Context: an optimization exercise on an open-source flow, tuned for small area. The choices shown serve that exercise and are no tape-out recipe. The RTL was checked by simulation tests, not by an equivalence proof against the original design. Power is estimated from default activity; no workload was simulated.

==> run a: inputs <==
==> flow/design.v <==
package simd_wrap_pkg;
  typedef logic [32-1:0] lane_data_t;
  typedef logic [2-1:0] lane_cntl_t;
  typedef logic [8-1:0] op_tag_t;
  typedef logic [4-1:0] lane_mask_t;
  typedef struct packed {
    lane_cntl_t cntl;
    lane_data_t data;
  } lane_result_t;
  typedef struct packed {
    op_tag_t                        tag;
    lane_mask_t                     valid;
    lane_result_t [4-1:0] lanes;
  } upstream_regs_t;
  typedef enum logic [2:0] {
    WAIT,
    SEND,
    WAIT_COMPLETE,
    WAIT_RELEASE,
    DONE
  } upstream_state_e;
endpackage
module result_fifo #(
  parameter int DEPTH     = 6,
  parameter int WIDTH     = 34,
  parameter int CNT_W     = 3
) (
  input  logic             clk,
  input  logic             rst,
  input  logic             write,
  input  logic [WIDTH-1:0] write_data,
  input  logic             pop,
  output logic [CNT_W-1:0] count,
  output logic [WIDTH-1:0] popped_data
);
  logic [WIDTH-1:0] mem [DEPTH];
  always_ff @(posedge clk)
  begin
    if (write)
    begin
      mem[0] <= write_data;
      for (int k = 1; k < DEPTH; k++)
        mem[k] <= mem[k-1];
    end
  end
  always_ff @(posedge clk)
  begin
    if (rst)
      count <= '0;
    else
      count <= count + CNT_W'(write) - CNT_W'(pop);
  end
  logic [DEPTH-1:0] sel;
  logic [WIDTH-1:0] grp_lo;
  logic [WIDTH-1:0] grp_hi;
  always_comb
  begin
    for (int k = 0; k < DEPTH; k++)
      sel[k] = count == CNT_W'(k);
    grp_lo = '0;
    grp_hi = '0;
    for (int k = 0; k < DEPTH; k++)
      if (k < 3)
        grp_lo = grp_lo | ({WIDTH{sel[k]}} & mem[k]);
      else
        grp_hi = grp_hi | ({WIDTH{sel[k]}} & mem[k]);
    popped_data = ~(~grp_lo & ~grp_hi);
  end
endmodule
module upstream_seq (
  input  logic clk,
  input  logic rst,
  input  logic go_q,
  input  logic stack_complete_q,
  output logic pop
);
  simd_wrap_pkg::upstream_state_e state_q;
  always_ff @(posedge clk)
  begin
    if (rst)
      state_q <= simd_wrap_pkg::WAIT;
    else
      case (state_q)
        simd_wrap_pkg::WAIT:
          if (go_q)
            state_q <= simd_wrap_pkg::SEND;
        simd_wrap_pkg::SEND:
          state_q <= simd_wrap_pkg::WAIT_COMPLETE;
        simd_wrap_pkg::WAIT_COMPLETE:
          if (stack_complete_q)
            state_q <= simd_wrap_pkg::WAIT_RELEASE;
        simd_wrap_pkg::WAIT_RELEASE:
          if (!stack_complete_q)
            state_q <= simd_wrap_pkg::DONE;
        default:
          state_q <= simd_wrap_pkg::WAIT;
      endcase
  end
  assign pop = state_q == simd_wrap_pkg::SEND;
endmodule
module simd_wrapper (
  input  logic                          clk,
  input  logic                          rst,
  input  logic [4-1:0]        result_valid,
  input  logic [4*(2+32)-1:0] result,
  output logic [4-1:0]        result_ready,
  input  logic                          tag_valid,
  input  logic [8-1:0]    tag,
  output logic                          tag_ready,
  input  logic                          stack_ready,
  input  logic                          stack_complete,
  output logic [8+4+4*(2+32)-1:0] upstream
);
  localparam int WORD_W  = 2 + 32;
  localparam int LANES_W = 4 * WORD_W;
  logic [2:0]                 lane_count [4];
  logic [4-1:0]     lane_nonempty;
  logic [LANES_W-1:0]         lane_popped;
  logic [1:0]                 tag_count;
  logic [8-1:0] tag_popped;
  logic                       pop;
  logic                       go_q;
  logic                       stack_complete_q;
  logic                       valid_q;
  for (genvar i = 0; i < 4; i++)
  begin : g_lane
    result_fifo #(
      .DEPTH (6),
      .WIDTH (WORD_W),
      .CNT_W (3)
    ) u_result_fifo (
      .clk         (clk),
      .rst         (rst),
      .write       (result_valid[i]),
      .write_data  (result[i*WORD_W +: WORD_W]),
      .pop         (pop),
      .count       (lane_count[i]),
      .popped_data (lane_popped[i*WORD_W +: WORD_W])
    );
    assign result_ready[i]  = lane_count[i] < 3'(6);
    assign lane_nonempty[i] = lane_count[i] != 3'd0;
  end
  result_fifo #(
    .DEPTH (2 + 1),
    .WIDTH (8),
    .CNT_W (2)
  ) u_tag_fifo (
    .clk         (clk),
    .rst         (rst),
    .write       (tag_valid),
    .write_data  (tag),
    .pop         (pop),
    .count       (tag_count),
    .popped_data (tag_popped)
  );
  upstream_seq u_upstream_seq (
    .clk              (clk),
    .rst              (rst),
    .go_q             (go_q),
    .stack_complete_q (stack_complete_q),
    .pop              (pop)
  );
  always_ff @(posedge clk)
  begin
    if (rst)
    begin
      go_q      <= 1'b0;
      tag_ready <= 1'b0;
      valid_q   <= 1'b0;
    end
    else
    begin
      go_q      <= (&lane_nonempty) & (tag_count != 2'd0) & stack_ready;
      tag_ready <= tag_count < 2'(2);
      valid_q   <= pop;
    end
  end
  always_ff @(posedge clk)
    stack_complete_q <= stack_complete;
  assign upstream = {tag_popped, {4{valid_q}}, lane_popped};
endmodule
==> flow/flow/run.sh <==
#!/bin/bash
# ORFS layout through the standard.sh, changed in three ways:
#  - synthesis is synth_recipe.tcl unchanged except that Yosys's abc call uses
#    an area-oriented mapping script (flow/abc_area.script); registers are
#    mapped before abc, so their names and cells are the standard ones;
#  - ports are buffered with buf_1;
#  - the clock tree uses small clock buffers and no dummy loads.
# The make output goes to standard_make.log; each tool's log is in orfs/logs.
set -euo pipefail
WORK=$(pwd)
cat > "$WORK/area_synth.tcl" <<EOT
proc abc {args} {
  set i [lsearch -exact \$args -script]
  if {\$i >= 0} { lset args [expr {\$i + 1}] {$WORK/flow/abc_area.script} }
  yosys abc {*}\$args
}
source {$WORK/synth_recipe.tcl}
EOT
bash standard.sh \
  "SYNTH_SCRIPT=$WORK/area_synth.tcl" \
  "BUFFER_PORTS_ARGS=-buffer_cell sky130_fd_sc_hd__buf_1" \
  "CTS_ARGS=-sink_clustering_enable -repair_clock_nets -dont_use_dummy_load -buf_list {sky130_fd_sc_hd__clkbuf_4 sky130_fd_sc_hd__clkbuf_8}" \
  finish > standard_make.log 2>&1
==> flow/flow/abc_area.script <==
strash
dch
amap
==> flow/standard.sh <==
#!/bin/bash
# synth_recipe.tcl (not shown) runs the flow's synth.tcl, then flattens the netlist and writes it again
# the make line also repeats each setting of config.mk as NAME=value (left out here)
make -C /OpenROAD-flow-scripts/flow DESIGN_CONFIG=/design/flow/config.mk WORK_HOME=/design/flow/orfs CLKGATE_MAP_FILE= SYNTH_SCRIPT=/design/flow/synth_recipe.tcl "${@:-finish}"
==> flow/config.mk <==
export PLATFORM = sky130hd
export DESIGN_NAME = simd_wrapper
export DESIGN_NICKNAME = simd_wrapper
export VERILOG_FILES = /design/flow/design.v
export SDC_FILE = /design/flow/constraint.sdc
export NUM_CORES = 4
export LEC_CHECK = 0
export CAP_MARGIN = 20
export CORE_MARGIN = 2
export CORE_UTILIZATION = 40
export SLEW_MARGIN = 20
==> flow/constraint.sdc <==
create_clock -name core_clock -period 4.0 [get_ports {clk}]
set_input_delay 0.8000 -clock core_clock [delete_from_list [all_inputs] [get_ports {clk}]]
set_output_delay 0.8000 -clock core_clock [all_outputs]
set_load 0.01 [all_outputs]
==> inputs of run b, as changes to run a <==
--- a/flow/design.v
+++ b/flow/design.v
@@ -21,51 +21,45 @@
   } upstream_state_e;
 endpackage
 module result_fifo #(
-  parameter int DEPTH     = 6,
-  parameter int WIDTH     = 34,
-  parameter int CNT_W     = 3
+  parameter int DEPTH = 3,
+  parameter int WIDTH = 34
 ) (
   input  logic             clk,
   input  logic             rst,
   input  logic             write,
   input  logic [WIDTH-1:0] write_data,
-  input  logic             pop,
-  output logic [CNT_W-1:0] count,
-  output logic [WIDTH-1:0] popped_data
+  input  logic             remove,
+  output logic [DEPTH-1:0] valid,
+  output logic [WIDTH-1:0] head_data
 );
   logic [WIDTH-1:0] mem [DEPTH];
-  always_ff @(posedge clk)
-  begin
-    if (write)
-    begin
+  logic [DEPTH-1:0] leave;
+  logic [DEPTH-1:0] load;
+  always_comb
+  begin
+    leave[DEPTH-1] = remove;
+    for (int k = DEPTH - 2; k >= 0; k--)
+      leave[k] = valid[k] & (~valid[k+1] | leave[k+1]);
+    load[0] = write;
+    for (int k = 1; k < DEPTH; k++)
+      load[k] = leave[k-1];
+  end
+  always_ff @(posedge clk)
+  begin
+    if (load[0])
       mem[0] <= write_data;
-      for (int k = 1; k < DEPTH; k++)
+    for (int k = 1; k < DEPTH; k++)
+      if (load[k])
         mem[k] <= mem[k-1];
-    end
   end
   always_ff @(posedge clk)
   begin
     if (rst)
-      count <= '0;
+      valid <= '0;
     else
-      count <= count + CNT_W'(write) - CNT_W'(pop);
-  end
-  logic [DEPTH-1:0] sel;
-  logic [WIDTH-1:0] grp_lo;
-  logic [WIDTH-1:0] grp_hi;
-  always_comb
-  begin
-    for (int k = 0; k < DEPTH; k++)
-      sel[k] = count == CNT_W'(k);
-    grp_lo = '0;
-    grp_hi = '0;
-    for (int k = 0; k < DEPTH; k++)
-      if (k < 3)
-        grp_lo = grp_lo | ({WIDTH{sel[k]}} & mem[k]);
-      else
-        grp_hi = grp_hi | ({WIDTH{sel[k]}} & mem[k]);
-    popped_data = ~(~grp_lo & ~grp_hi);
-  end
+      valid <= (valid & ~leave) | load;
+  end
+  assign head_data = mem[DEPTH-1];
 endmodule
 module upstream_seq (
   input  logic clk,
@@ -113,45 +107,72 @@
 );
   localparam int WORD_W  = 2 + 32;
   localparam int LANES_W = 4 * WORD_W;
-  logic [2:0]                 lane_count [4];
+  localparam int LINE_D  = 6 / 2;
+  localparam int TAG_D   = 2 + 1;
   logic [4-1:0]     lane_nonempty;
   logic [LANES_W-1:0]         lane_popped;
-  logic [1:0]                 tag_count;
+  logic [TAG_D-1:0]           tag_valid_q;
   logic [8-1:0] tag_popped;
+  logic [1:0]                 tag_held;
+  logic                       tag_below;
   logic                       pop;
   logic                       go_q;
   logic                       stack_complete_q;
   logic                       valid_q;
+  logic                       rd_line;
+  logic [4-1:0]     wr_line;
   for (genvar i = 0; i < 4; i++)
   begin : g_lane
+    logic [LINE_D-1:0] valid_a;
+    logic [LINE_D-1:0] valid_b;
+    logic [WORD_W-1:0] head_a;
+    logic [WORD_W-1:0] head_b;
     result_fifo #(
-      .DEPTH (6),
-      .WIDTH (WORD_W),
-      .CNT_W (3)
-    ) u_result_fifo (
-      .clk         (clk),
-      .rst         (rst),
-      .write       (result_valid[i]),
-      .write_data  (result[i*WORD_W +: WORD_W]),
-      .pop         (pop),
-      .count       (lane_count[i]),
-      .popped_data (lane_popped[i*WORD_W +: WORD_W])
+      .DEPTH (LINE_D),
+      .WIDTH (WORD_W)
+    ) u_line_a (
+      .clk        (clk),
+      .rst        (rst),
+      .write      (result_valid[i] & ~wr_line[i]),
+      .write_data (result[i*WORD_W +: WORD_W]),
+      .remove     (valid_q & ~rd_line),
+      .valid      (valid_a),
+      .head_data  (head_a)
     );
-    assign result_ready[i]  = lane_count[i] < 3'(6);
-    assign lane_nonempty[i] = lane_count[i] != 3'd0;
+    result_fifo #(
+      .DEPTH (LINE_D),
+      .WIDTH (WORD_W)
+    ) u_line_b (
+      .clk        (clk),
+      .rst        (rst),
+      .write      (result_valid[i] & wr_line[i]),
+      .write_data (result[i*WORD_W +: WORD_W]),
+      .remove     (valid_q & rd_line),
+      .valid      (valid_b),
+      .head_data  (head_b)
+    );
+    always_ff @(posedge clk)
+    begin
+      if (rst)
+        wr_line[i] <= 1'b0;
+      else if (result_valid[i])
+        wr_line[i] <= ~wr_line[i];
+    end
+    assign result_ready[i]  = ~((&valid_a) & (&valid_b)) | valid_q;
+    assign lane_nonempty[i] = (|valid_a) | (|valid_b);
+    assign lane_popped[i*WORD_W +: WORD_W] = rd_line ? head_b : head_a;
   end
   result_fifo #(
-    .DEPTH (2 + 1),
-    .WIDTH (8),
-    .CNT_W (2)
+    .DEPTH (TAG_D),
+    .WIDTH (8)
   ) u_tag_fifo (
-    .clk         (clk),
-    .rst         (rst),
-    .write       (tag_valid),
-    .write_data  (tag),
-    .pop         (pop),
-    .count       (tag_count),
-    .popped_data (tag_popped)
+    .clk        (clk),
+    .rst        (rst),
+    .write      (tag_valid),
+    .write_data (tag),
+    .remove     (valid_q),
+    .valid      (tag_valid_q),
+    .head_data  (tag_popped)
   );
   upstream_seq u_upstream_seq (
     .clk              (clk),
@@ -160,6 +181,14 @@
     .stack_complete_q (stack_complete_q),
     .pop              (pop)
   );
+  always_comb
+  begin
+    tag_held = '0;
+    for (int k = 0; k < TAG_D; k++)
+      tag_held = tag_held + 2'(tag_valid_q[k]);
+    tag_held  = tag_held - 2'(valid_q);
+    tag_below = tag_held < 2'(2);
+  end
   always_ff @(posedge clk)
   begin
     if (rst)
@@ -167,12 +196,15 @@
       go_q      <= 1'b0;
       tag_ready <= 1'b0;
       valid_q   <= 1'b0;
+      rd_line   <= 1'b0;
     end
     else
     begin
-      go_q      <= (&lane_nonempty) & (tag_count != 2'd0) & stack_ready;
-      tag_ready <= tag_count < 2'(2);
+      go_q      <= (&lane_nonempty) & (|tag_valid_q) & stack_ready;
+      tag_ready <= tag_below;
       valid_q   <= pop;
+      if (valid_q)
+        rd_line <= ~rd_line;
     end
   end
   always_ff @(posedge clk)
--- a/flow/flow/run.sh
+++ b/flow/flow/run.sh
@@ -19,5 +19,5 @@
 bash standard.sh \
   "SYNTH_SCRIPT=$WORK/area_synth.tcl" \
   "BUFFER_PORTS_ARGS=-buffer_cell sky130_fd_sc_hd__buf_1" \
-  "CTS_ARGS=-sink_clustering_enable -repair_clock_nets -dont_use_dummy_load -buf_list {sky130_fd_sc_hd__clkbuf_4 sky130_fd_sc_hd__clkbuf_8}" \
+  "CTS_ARGS=-sink_clustering_enable -repair_clock_nets -dont_use_dummy_load -buf_list {sky130_fd_sc_hd__clkbuf_8} -sink_clustering_size 18 -sink_clustering_max_diameter 50" \
   finish > standard_make.log 2>&1
CAP_MARGIN = 10   (was 20)
CORE_UTILIZATION = 60   (was 40)
SLEW_MARGIN = 10   (was 20)
==> comparison table <==
                                                                run a                    run b
Result of the run                             complete, no violations  complete, no violations
Routed wire length                                          65,400 um                46,800 um
Wire length of the first global-routing pass               100,000 um                67,600 um
# placed instances                                              2,696                    2,106
Multi-input comb cells                                            511                      272
Sequential cell power                                       11,000 uW                10,500 uW
Multi-input logic area                                     4050 sq um               2030 sq um
Post-Syn Nets                                                   1,566                    1,341
Num sequential                                                    861                      879
Count of non-CTS buffers in the layout                            341                      317
Vias in the first global route                                 17,100                   11,700
Worst reg2reg path depth                                            9                        7
NumNets Final                                                   2,051                    1,713
Power density over the cells                              601 nW/um^2              480 nW/um^2
Internal Pwr Total                                          15,000 uW                11,900 uW

==> 02-18 <==
// simd_wrapper: RTL as listed in full above, without the edits since
Settings: LEC_CHECK=0, CAP_MARGIN=20, CORE_MARGIN=2, CORE_UTILIZATION=70, SLEW_MARGIN=20; clock period 4.0 ns.
standard.sh (not shown) runs the stock make flow with config.mk's settings and CLKGATE_MAP_FILE= SYNTH_SCRIPT=/design/flow/synth_recipe.tcl, a recipe that flattens the netlist after the stock synthesis.
==> flow/flow/run.sh <==
#!/bin/bash
# ORFS layout through the standard.sh, changed in three ways:
#  - synthesis is synth_recipe.tcl unchanged except that Yosys's abc call uses
#    an area-oriented mapping script (flow/abc_area.script); registers are
#    mapped before abc, so their names and cells are the standard ones;
#  - ports are buffered with buf_1;
#  - the clock tree uses small clock buffers and no dummy loads.
# The make output goes to standard_make.log; each tool's log is in orfs/logs.
set -euo pipefail
WORK=$(pwd)
cat > "$WORK/area_synth.tcl" <<EOT
proc abc {args} {
  set i [lsearch -exact \$args -script]
  if {\$i >= 0} { lset args [expr {\$i + 1}] {$WORK/flow/abc_area.script} }
  yosys abc {*}\$args
}
source {$WORK/synth_recipe.tcl}
EOT
bash standard.sh \
  "SYNTH_SCRIPT=$WORK/area_synth.tcl" \
  "BUFFER_PORTS_ARGS=-buffer_cell sky130_fd_sc_hd__buf_1" \
  "CTS_ARGS=-sink_clustering_enable -repair_clock_nets -dont_use_dummy_load -buf_list {sky130_fd_sc_hd__clkbuf_8} -sink_clustering_size 20 -sink_clustering_max_diameter 60" \
  finish > standard_make.log 2>&1
==> flow/flow/abc_area.script <==
strash
dch
amap
==> inputs of 01-28, as changes to 02-18 <==
==> flow/design.v, changed modules only <==
module result_fifo #(
  parameter int DEPTH = 3,
  parameter int WIDTH = 34
) (
  input  logic             clk,
  input  logic             rst,
  input  logic             write,
  input  logic [WIDTH-1:0] write_data,
  input  logic             remove,
  output logic [DEPTH-1:0] valid,
  output logic [WIDTH-1:0] head_data
);
  logic [WIDTH-1:0] mem [DEPTH];
  logic [DEPTH-1:0] leave;
  logic [DEPTH-1:0] load;
  always_comb
  begin
    leave[DEPTH-1] = remove;
    for (int k = DEPTH - 2; k >= 0; k--)
      leave[k] = valid[k] & (~valid[k+1] | leave[k+1]);
    load[0] = write;
    for (int k = 1; k < DEPTH; k++)
      load[k] = leave[k-1];
  end
  always_ff @(posedge clk)
  begin
    if (load[0])
      mem[0] <= write_data;
    for (int k = 1; k < DEPTH; k++)
      if (load[k])
        mem[k] <= mem[k-1];
  end
  always_ff @(posedge clk)
  begin
    if (rst)
      valid <= '0;
    else
      valid <= (valid & ~leave) | load;
  end
  assign head_data = mem[DEPTH-1];
endmodule
module simd_wrapper (
  input  logic                          clk,
  input  logic                          rst,
  input  logic [4-1:0]        result_valid,
  input  logic [4*(2+32)-1:0] result,
  output logic [4-1:0]        result_ready,
  input  logic                          tag_valid,
  input  logic [8-1:0]    tag,
  output logic                          tag_ready,
  input  logic                          stack_ready,
  input  logic                          stack_complete,
  output logic [8+4+4*(2+32)-1:0] upstream
);
  localparam int WORD_W  = 2 + 32;
  localparam int LANES_W = 4 * WORD_W;
  localparam int LINE_D  = 6 / 2;
  localparam int TAG_D   = 2 + 1;
  logic [4-1:0]     lane_nonempty;
  logic [LANES_W-1:0]         lane_popped;
  logic [TAG_D-1:0]           tag_valid_q;
  logic [8-1:0] tag_popped;
  logic [1:0]                 tag_held;
  logic                       tag_below;
  logic                       pop;
  logic                       go_q;
  logic                       stack_complete_q;
  logic                       valid_q;
  logic                       rd_line;
  logic [4-1:0]     wr_line;
  for (genvar i = 0; i < 4; i++)
  begin : g_lane
    logic [LINE_D-1:0] valid_a;
    logic [LINE_D-1:0] valid_b;
    logic [WORD_W-1:0] head_a;
    logic [WORD_W-1:0] head_b;
    result_fifo #(
      .DEPTH (LINE_D),
      .WIDTH (WORD_W)
    ) u_line_a (
      .clk        (clk),
      .rst        (rst),
      .write      (result_valid[i] & ~wr_line[i]),
      .write_data (result[i*WORD_W +: WORD_W]),
      .remove     (valid_q & ~rd_line),
      .valid      (valid_a),
      .head_data  (head_a)
    );
    result_fifo #(
      .DEPTH (LINE_D),
      .WIDTH (WORD_W)
    ) u_line_b (
      .clk        (clk),
      .rst        (rst),
      .write      (result_valid[i] & wr_line[i]),
      .write_data (result[i*WORD_W +: WORD_W]),
      .remove     (valid_q & rd_line),
      .valid      (valid_b),
      .head_data  (head_b)
    );
    always_ff @(posedge clk)
    begin
      if (rst)
        wr_line[i] <= 1'b0;
      else if (result_valid[i])
        wr_line[i] <= ~wr_line[i];
    end
    assign result_ready[i]  = ~((&valid_a) & (&valid_b)) | valid_q;
    assign lane_nonempty[i] = (|valid_a) | (|valid_b);
    assign lane_popped[i*WORD_W +: WORD_W] = rd_line ? head_b : head_a;
  end
  result_fifo #(
    .DEPTH (TAG_D),
    .WIDTH (8)
  ) u_tag_fifo (
    .clk        (clk),
    .rst        (rst),
    .write      (tag_valid),
    .write_data (tag),
    .remove     (valid_q),
    .valid      (tag_valid_q),
    .head_data  (tag_popped)
  );
  upstream_seq u_upstream_seq (
    .clk              (clk),
    .rst              (rst),
    .go_q             (go_q),
    .stack_complete_q (stack_complete_q),
    .pop              (pop)
  );
  always_comb
  begin
    tag_held = '0;
    for (int k = 0; k < TAG_D; k++)
      tag_held = tag_held + 2'(tag_valid_q[k]);
    tag_held  = tag_held - 2'(valid_q);
    tag_below = tag_held < 2'(2);
  end
  always_ff @(posedge clk)
  begin
    if (rst)
    begin
      go_q      <= 1'b0;
      tag_ready <= 1'b0;
      valid_q   <= 1'b0;
      rd_line   <= 1'b0;
    end
    else
    begin
      go_q      <= (&lane_nonempty) & (|tag_valid_q) & stack_ready;
      tag_ready <= tag_below;
      valid_q   <= pop;
      if (valid_q)
        rd_line <= ~rd_line;
    end
  end
  always_ff @(posedge clk)
    stack_complete_q <= stack_complete;
  assign upstream = {tag_popped, {4{valid_q}}, lane_popped};
endmodule
--- a/flow/flow/run.sh
+++ b/flow/flow/run.sh
@@ -21,3 +21,3 @@
   "BUFFER_PORTS_ARGS=-buffer_cell sky130_fd_sc_hd__buf_1" \
-  "CTS_ARGS=-sink_clustering_enable -repair_clock_nets -dont_use_dummy_load -buf_list {sky130_fd_sc_hd__clkbuf_8} -sink_clustering_size 20 -sink_clustering_max_diameter 60" \
+  "CTS_ARGS=-sink_clustering_enable -repair_clock_nets -dont_use_dummy_load -buf_list {sky130_fd_sc_hd__clkbuf_8} -sink_clustering_size 18 -sink_clustering_max_diameter 50" \
   finish > standard_make.log 2>&1
Settings changed: CAP_MARGIN 20 to 10, CORE_UTILIZATION 70 to 80, SLEW_MARGIN 20 to 10.
==> inputs of 07-08, as changes to 02-18 <==
==> flow/design.v, changed modules only <==
module result_fifo #(
  parameter int DEPTH = 3,
  parameter int WIDTH = 34
) (
  input  logic             clk,
  input  logic             rst,
  input  logic             write,
  input  logic [WIDTH-1:0] write_data,
  input  logic             remove,
  output logic [DEPTH-1:0] valid,
  output logic [WIDTH-1:0] head_data
);
  logic [WIDTH-1:0] mem [DEPTH];
  logic [DEPTH-1:0] leave;
  logic [DEPTH-1:0] load;
  always_comb
  begin
    leave[DEPTH-1] = remove;
    for (int k = DEPTH - 2; k >= 0; k--)
      leave[k] = valid[k] & (~valid[k+1] | leave[k+1]);
    load[0] = write;
    for (int k = 1; k < DEPTH; k++)
      load[k] = leave[k-1];
  end
  always_ff @(posedge clk)
  begin
    if (load[0])
      mem[0] <= write_data;
    for (int k = 1; k < DEPTH; k++)
      if (load[k])
        mem[k] <= mem[k-1];
  end
  always_ff @(posedge clk)
  begin
    if (rst)
      valid <= '0;
    else
      valid <= (valid & ~leave) | load;
  end
  assign head_data = mem[DEPTH-1];
endmodule
module simd_wrapper (
  input  logic                          clk,
  input  logic                          rst,
  input  logic [4-1:0]        result_valid,
  input  logic [4*(2+32)-1:0] result,
  output logic [4-1:0]        result_ready,
  input  logic                          tag_valid,
  input  logic [8-1:0]    tag,
  output logic                          tag_ready,
  input  logic                          stack_ready,
  input  logic                          stack_complete,
  output logic [8+4+4*(2+32)-1:0] upstream
);
  localparam int WORD_W  = 2 + 32;
  localparam int LANES_W = 4 * WORD_W;
  localparam int LINE_D  = 6 / 2;
  localparam int TAG_D   = 2 + 1;
  logic [4-1:0]     lane_nonempty;
  logic [LANES_W-1:0]         lane_popped;
  logic [TAG_D-1:0]           tag_valid_q;
  logic [8-1:0] tag_popped;
  logic [1:0]                 tag_held;
  logic                       tag_below;
  logic                       pop;
  logic                       go_q;
  logic                       stack_complete_q;
  logic                       valid_q;
  logic                       rd_line;
  logic [4-1:0]     wr_line;
  for (genvar i = 0; i < 4; i++)
  begin : g_lane
    logic [LINE_D-1:0] valid_a;
    logic [LINE_D-1:0] valid_b;
    logic [WORD_W-1:0] head_a;
    logic [WORD_W-1:0] head_b;
    result_fifo #(
      .DEPTH (LINE_D),
      .WIDTH (WORD_W)
    ) u_line_a (
      .clk        (clk),
      .rst        (rst),
      .write      (result_valid[i] & ~wr_line[i]),
      .write_data (result[i*WORD_W +: WORD_W]),
      .remove     (valid_q & ~rd_line),
      .valid      (valid_a),
      .head_data  (head_a)
    );
    result_fifo #(
      .DEPTH (LINE_D),
      .WIDTH (WORD_W)
    ) u_line_b (
      .clk        (clk),
      .rst        (rst),
      .write      (result_valid[i] & wr_line[i]),
      .write_data (result[i*WORD_W +: WORD_W]),
      .remove     (valid_q & rd_line),
      .valid      (valid_b),
      .head_data  (head_b)
    );
    always_ff @(posedge clk)
    begin
      if (rst)
        wr_line[i] <= 1'b0;
      else if (result_valid[i])
        wr_line[i] <= ~wr_line[i];
    end
    assign result_ready[i]  = ~((&valid_a) & (&valid_b)) | valid_q;
    assign lane_nonempty[i] = (|valid_a) | (|valid_b);
    assign lane_popped[i*WORD_W +: WORD_W] = rd_line ? head_b : head_a;
  end
  result_fifo #(
    .DEPTH (TAG_D),
    .WIDTH (8)
  ) u_tag_fifo (
    .clk        (clk),
    .rst        (rst),
    .write      (tag_valid),
    .write_data (tag),
    .remove     (valid_q),
    .valid      (tag_valid_q),
    .head_data  (tag_popped)
  );
  upstream_seq u_upstream_seq (
    .clk              (clk),
    .rst              (rst),
    .go_q             (go_q),
    .stack_complete_q (stack_complete_q),
    .pop              (pop)
  );
  always_comb
  begin
    tag_held = '0;
    for (int k = 0; k < TAG_D; k++)
      tag_held = tag_held + 2'(tag_valid_q[k]);
    tag_held  = tag_held - 2'(valid_q);
    tag_below = tag_held < 2'(2);
  end
  always_ff @(posedge clk)
  begin
    if (rst)
    begin
      go_q      <= 1'b0;
      tag_ready <= 1'b0;
      valid_q   <= 1'b0;
      rd_line   <= 1'b0;
    end
    else
    begin
      go_q      <= (&lane_nonempty) & (|tag_valid_q) & stack_ready;
      tag_ready <= tag_below;
      valid_q   <= pop;
      if (valid_q)
        rd_line <= ~rd_line;
    end
  end
  always_ff @(posedge clk)
    stack_complete_q <= stack_complete;
  assign upstream = {tag_popped, {4{valid_q}}, lane_popped};
endmodule
--- a/flow/flow/run.sh
+++ b/flow/flow/run.sh
@@ -21,3 +21,3 @@
   "BUFFER_PORTS_ARGS=-buffer_cell sky130_fd_sc_hd__buf_1" \
-  "CTS_ARGS=-sink_clustering_enable -repair_clock_nets -dont_use_dummy_load -buf_list {sky130_fd_sc_hd__clkbuf_8} -sink_clustering_size 20 -sink_clustering_max_diameter 60" \
+  "CTS_ARGS=-sink_clustering_enable -repair_clock_nets -dont_use_dummy_load -buf_list {sky130_fd_sc_hd__clkbuf_8} -sink_clustering_size 18 -sink_clustering_max_diameter 50" \
   finish > standard_make.log 2>&1
Settings changed: CAP_MARGIN 20 to 10, SLEW_MARGIN 20 to 10.
==> comparison table <==
item                                                            07-08                   01-28             02-18
Die area                                                    41600 µm²                       -         44100 µm²
DR pass1 iterations                                                 5                       -                10
End of the worst hold path                           stack_complete_q                       -  stack_complete_q
Number of slew-limit violations in the final report                 0                       -                 0
Outcome                              no timing/DRC/antenna violations  stopped before the end  no timing/DRC/antenna violations
Failing step                                                        -                 5_1_grt                 -
Min-Delay Path Depth                                                1                       -                 1
Power density over the cells                               479 nW/µm²                       -        549 nW/µm²
Mean area per synthesized cell                               23.6 µm²                23.6 µm²          21.2 µm²
Share of total power in combinational logic                     0.044                       -             0.195
Biggest fanout along the worst timing path                         63                       -                18
Reported net switching power                                0.00291 W                       -         0.00505 W
Detailed-placement wirelength estimate                       28800 µm                34300 µm          35900 µm
Share of the synthesized area in the top cell type              0.900                   0.900             0.849
Vias per Instance                                                5.75                       -              6.88
Netlist area before placement                               28000 µm²               28000 µm²         29700 µm²
Sum of negative setup slack                                      0 ns                       -              0 ns
Logic depth of the worst register-to-register path                  7                       -                 9
# rows                                                             73                      68                75
WHS                                                          0.265 ns                       -          0.222 ns
Cell depth of the worst setup path                                  3                       -                 7

==> separate check: timing with driven ports <==
In the flow no input, the clock included, has a driving cell. The finished layouts below were timed again as built, in two steps.
Step 1, drivers: a clkbuf_16 drives clk and a buf_2 each remaining input, both assumed.
Step 2 adds t to the input delays and takes it off the output delays; t is the mean of the earliest and latest rising clock arrival at the registers after step 1. Input paths then give back, and output paths get back, about the clock's delay inside the block.
Three values: ideal, step 1, step 2; two values: the first two.
run	shift t [ns]	setup WS [ns]	cell pins on the clock port's net
run a	0.796	0.305 / 0.246 / 1.042	1
run b	0.700	0.516 / 0.465 / 1.111	1
02-18	0.700	0.323 / 0.268 / 0.968	1
07-08	0.698	0.733 / 0.682 / 1.278	1
After both steps every run listed still meets setup and hold.
